What follows belongs to an exercise in optimizing a design on an open flow for small area, a short achievable clock period and few clock cycles per item; a production flow would make more cautious choices.
The RTL was checked by simulation tests, not by an equivalence proof against the original design.
Power and IR drop assume default switching activity.

Setup of old:
## math_expression_tokenizer
module math_expression_tokenizer #(
	parameter int MANTISSA_BITS = 48,
	parameter int DEPTH_BITS = 8
) (
	input  logic clk,
	input  logic arst_n,
	input  logic chars_valid,
	output logic chars_ready,
	input  logic [7:0] chars_character,
	output logic tokens_valid,
	input  logic tokens_ready,
	output logic [4:0] tokens_token_kind,
	output logic [47:0] tokens_number_mantissa,
	output logic [3:0] tokens_fraction_digits,
	output logic [1:0] tokens_status,
	output logic tokens_last,
	input  logic cfg_valid,
	output logic cfg_ready,
	input  logic cfg_comma_decimal_mark
);
	localparam int C_DIG  = 0;
	localparam int C_ALP  = 1;
	localparam int C_SP   = 2;
	localparam int C_ZERO = 3;
	localparam int C_MARK = 4;
	localparam int C_OP   = 5;
	logic        mark_q;
	logic        r0_v;
	logic [5:0]  r0_cls, in_cls;
	logic [4:0]  r0_code, in_code;
	logic        accept, go;
	logic        q_hp0, q_hp1, num_held, q_v0, q_v1, num_held_nopop, num_held_pop;
	logic        push_a, push_b, num_a;
	logic [4:0]  kind_a, kind_b;
	logic [1:0]  status_b;
	logic        q0_num;
	logic [47:0] acc;
	logic [3:0]  frac;
	logic        sat;
	logic [7:0]  ch;
	assign cfg_ready = 1'b1;
	assign chars_ready = !r0_v || go;
	assign accept = chars_valid && chars_ready;
	assign ch = chars_character;
	always_comb begin
		in_cls = '0;
		in_code = {1'b0, ch[3], ch[2] | ch[3], ch[1] | ch[3], ch[0]};
		in_cls[C_DIG] = ch >= "0" && ch <= "9";
		in_cls[C_ALP] = (ch >= "a" && ch <= "z") || (ch >= "A" && ch <= "Z");
		in_cls[C_SP] = ch == " " || (ch >= 8'd9 && ch <= 8'd13);
		in_cls[C_ZERO] = ch == 8'd0;
		in_cls[C_MARK] = mark_q ? (ch == ",") : (ch == ".");
		if (in_cls[C_ALP]) in_code = ch[5] ? ch[4:0] : 5'd0;
		case (ch)
			"+": begin in_cls[C_OP] = 1'b1; in_code = 5'd0; end
  ...
==> flow/config.mk <==
export PLATFORM = sky130hd
export DESIGN_NAME = math_expression_tokenizer
export DESIGN_NICKNAME = math_expression_tokenizer
export VERILOG_FILES = /design/flow/design.v
export SDC_FILE = /design/flow/constraint.sdc
export NUM_CORES = 4
export LEC_CHECK = 0
export CAP_MARGIN = 20
export CORE_MARGIN = 2
export CORE_UTILIZATION = 40
export CTS_BUF_LIST = sky130_fd_sc_hd__clkbuf_4 sky130_fd_sc_hd__clkbuf_8
export CTS_CLUSTER_SIZE = 30
export SETUP_SLACK_MARGIN = 2.2
export SLEW_MARGIN = 20
==> flow/constraint.sdc <==
create_clock -name core_clock -period 5.3 [get_ports {clk}]
set_input_delay 1.0600 -clock core_clock [delete_from_list [all_inputs] [get_ports {clk}]]
set_output_delay 1.0600 -clock core_clock [all_outputs]
set_load 0.01 [all_outputs]
standard.sh (not shown) runs the stock make flow with config.mk's settings and CLKGATE_MAP_FILE= SYNTH_SCRIPT=/design/flow/synth_recipe.tcl, a recipe that flattens the netlist after the stock synthesis.
==> flow/flow/run.sh <==
#!/bin/bash
# the standard layout, with the port buffers made from buf_2 cells instead
# of the delay buffers buffer_ports picks by default; every port still gets
# its own buffer. make's output goes to standard.log, each ORFS step's to
# its own log under orfs/logs.
set -euo pipefail
export BUFFER_PORTS_ARGS="-buffer_cell sky130_fd_sc_hd__buf_2"
bash standard.sh > standard.log 2>&1
Testbench counts of old, summed over its fixed seeds: cycles 45,710, chars 45,683.
Modified inputs, new compared to old
diff --git a/flow/design.v b/flow/design.v
--- a/flow/design.v
+++ b/flow/design.v
@@ -20,25 +20,24 @@
 	input  logic        tokens_ready,
 	output logic        go,
 	output logic        push_a,
 	output logic        num_a,
 	output logic [4:0]  kind_a,
 	output logic        push_b,
 	output logic [4:0]  kind_b,
 	output logic [1:0]  status_b,
 	output logic [MANTISSA_BITS-1:0] acc,
 	output logic [3:0]  frac,
 	output logic        sat
 );
-	localparam logic [4:0] KIND_PLUS   = 5'd11;
 	localparam logic [4:0] KIND_END    = 5'd18;
 	localparam logic [1:0] ST_OK      = 2'd0;
 	localparam logic [1:0] ST_SYNTAX  = 2'd1;
 	localparam logic [1:0] ST_KEYWORD = 2'd2;
 	localparam logic [1:0] ST_MIXED   = 2'd3;
 	localparam logic [1:0] VAR_NONE = 2'b11;
 	localparam int LO_BITS = 24;
 	localparam int HI_BITS = MANTISSA_BITS - LO_BITS;
 	localparam logic [1:0] CMP_EQ = 2'd0;
 	localparam logic [1:0] CMP_LT = 2'd1;
 	localparam logic [1:0] CMP_GT = 2'd2;
 	localparam int M_IDLE = 0;
@@ -197,25 +196,25 @@
 	always_ff @(posedge clk or negedge arst_n) begin
 		if (!arst_n) begin
 			hpend_q <= 1'b0;
 			hclr_q <= 1'b0;
 		end else begin
 			hpend_q <= take_acc;
 			hclr_q <= take_acc && start;
 		end
 	end
 	assign acc = {hi_q, lo_q};
 	assign frac = frac_q;
 	assign sat = sat_q;
-	assign depth_step = depth_q + {{(DEPTH_BITS-1){code[1]}}, 1'b1};
+	assign depth_step = depth_q + {{(DEPTH_BITS-1){code[0]}}, 1'b1};
 	always_comb begin
 		m_n = m_q; w_n = w_q;
 		depth_n = depth_q; neg_n = neg_q; var_n = var_q; mixed_n = mixed_q;
 		push_a = 1'b0; kind_a = 5'd0;
 		push_b = 1'b0; kind_b = 5'd0; status_b = ST_OK;
 		fall = 1'b1;
 		if (num) begin
 			if (is_dig) begin
 				fall = 1'b0;
 			end else if (is_mark && m_q[M_NUMI]) begin
 				fall = 1'b0;
 				m_n = 7'd1 << M_NUMF;
@@ -261,30 +260,30 @@
 			end else if (!err_n) begin
 				m_n = 7'd1 << M_IDLE;
 				if (is_sp) begin
 				end else if (is_dig) begin
 					m_n = 7'd1 << M_NUMI;
 				end else if (is_mark) begin
 					m_n = 7'd1 << M_MARK;
 				end else if (is_alp) begin
 					m_n = 7'd1 << M_WORD;
 					w_n = word_start(code);
 				end else if (is_op) begin
 					push_b = 1'b1;
-					kind_b = KIND_PLUS + code;
-					if (code == 5'd5) begin
+					kind_b = code;
+					if (code == 5'd16) begin
 						if (&depth_q) neg_n = 1'b1;
 						else depth_n = depth_step;
 					end
-					if (code == 5'd6) begin
+					if (code == 5'd17) begin
 						if (depth_q == '0) neg_n = 1'b1;
 						else depth_n = depth_step;
 					end
 				end else begin
 					m_n = 7'd1 << M_ERRS;
 				end
 			end
 		end
 	end
 	always_ff @(posedge clk or negedge arst_n) begin
 		if (!arst_n) begin
 			m_q <= 7'd1 << M_IDLE; depth_q <= '0; neg_q <= 1'b0; var_q <= VAR_NONE;
@@ -458,31 +457,31 @@
 	assign accept = chars_valid && chars_ready;
 	assign ch = chars_character;
 	always_comb begin
 		in_cls = '0;
 		in_code = {1'b0, ch[3], ch[2] | ch[3], ch[1] | ch[3], ch[0]};
 		in_cls[C_DIG] = ch >= "0" && ch <= "9";
 		in_cls[C_ALP] = (ch >= "a" && ch <= "z") || (ch >= "A" && ch <= "Z");
 		in_cls[C_SP] = ch == " " || (ch >= 8'd9 && ch <= 8'd13);
 		in_cls[C_ZERO] = ch == 8'd0;
 		in_cls[C_MARK] = mark_q ? (ch == ",") : (ch == ".");
 		if (in_cls[C_ALP]) in_code = ch[5] ? ch[4:0] : 5'd0;
 		case (ch)
-			"+": begin in_cls[C_OP] = 1'b1; in_code = 5'd0; end
-			"-": begin in_cls[C_OP] = 1'b1; in_code = 5'd1; end
-			"*": begin in_cls[C_OP] = 1'b1; in_code = 5'd2; end
-			"/": begin in_cls[C_OP] = 1'b1; in_code = 5'd3; end
-			"^": begin in_cls[C_OP] = 1'b1; in_code = 5'd4; end
-			"(": begin in_cls[C_OP] = 1'b1; in_code = 5'd5; end
-			")": begin in_cls[C_OP] = 1'b1; in_code = 5'd6; end
+			"+": begin in_cls[C_OP] = 1'b1; in_code = 5'd11; end
+			"-": begin in_cls[C_OP] = 1'b1; in_code = 5'd12; end
+			"*": begin in_cls[C_OP] = 1'b1; in_code = 5'd13; end
+			"/": begin in_cls[C_OP] = 1'b1; in_code = 5'd14; end
+			"^": begin in_cls[C_OP] = 1'b1; in_code = 5'd15; end
+			"(": begin in_cls[C_OP] = 1'b1; in_code = 5'd16; end
+			")": begin in_cls[C_OP] = 1'b1; in_code = 5'd17; end
 			default: ;
 		endcase
 	end
 	always_ff @(posedge clk or negedge arst_n) begin
 		if (!arst_n) mark_q <= 1'b0;
 		else if (cfg_valid) mark_q <= cfg_comma_decimal_mark;
 	end
 	always_ff @(posedge clk or negedge arst_n) begin
 		if (!arst_n) r0_v <= 1'b0;
 		else if (chars_ready) r0_v <= chars_valid;
 	end
 	always_ff @(posedge clk) begin
[summary]
new reached the end of the flow, and the finished layout is clean on the timing, DRC and antenna checks.
Relative to old, wire length after detailed routing decreased by 0.40% in new.
new vs old — post-synthesis cell type count dropped by a few percent
The cell with the biggest individual delay on the critical path comes out a2111oi_1 in one run and nor2b_4 in the other, namely in old and new respectively.
Type of the worst setup path = reg2reg: old; type of the worst setup path = in2out: new
Per the comparison of new with old, combinational fraction of design power moved up, inverter count of the layout excluding clock inverters fell 12%, number of cells on the critical path has increased.
Testbench counts of new, summed over its fixed seeds: cycles 45,710, chars 45,683.

## separate check: timing with driven ports
Ports are ideal in the flow. The routed layouts listed here were re-timed in OpenROAD. Step 1: set_driving_cell puts a clkbuf_16 on clk and a buf_2 on each other input, an assumption about the parent block. Step 2, shift: input delay + t, output delay - t, t = (earliest + latest rising clock arrival at the registers) / 2. This alone moves slack from input paths to output paths. Slacks: ideal ports / drivers / drivers and shift; pairs: ideal ports / drivers.
run	t (ns)	slack for setup (ns)	latest minus earliest clock arrival (ns)
old	0.479	2.235 / 2.235 / 2.051	0.019 / 0.018
new	0.483	2.194 / 2.172 / 1.941	0.019 / 0.018
After both steps every run listed still meets setup and hold. The setup slack of new, which loses most, moves by -0.022 ns with the drivers and by -0.253 ns with both steps.
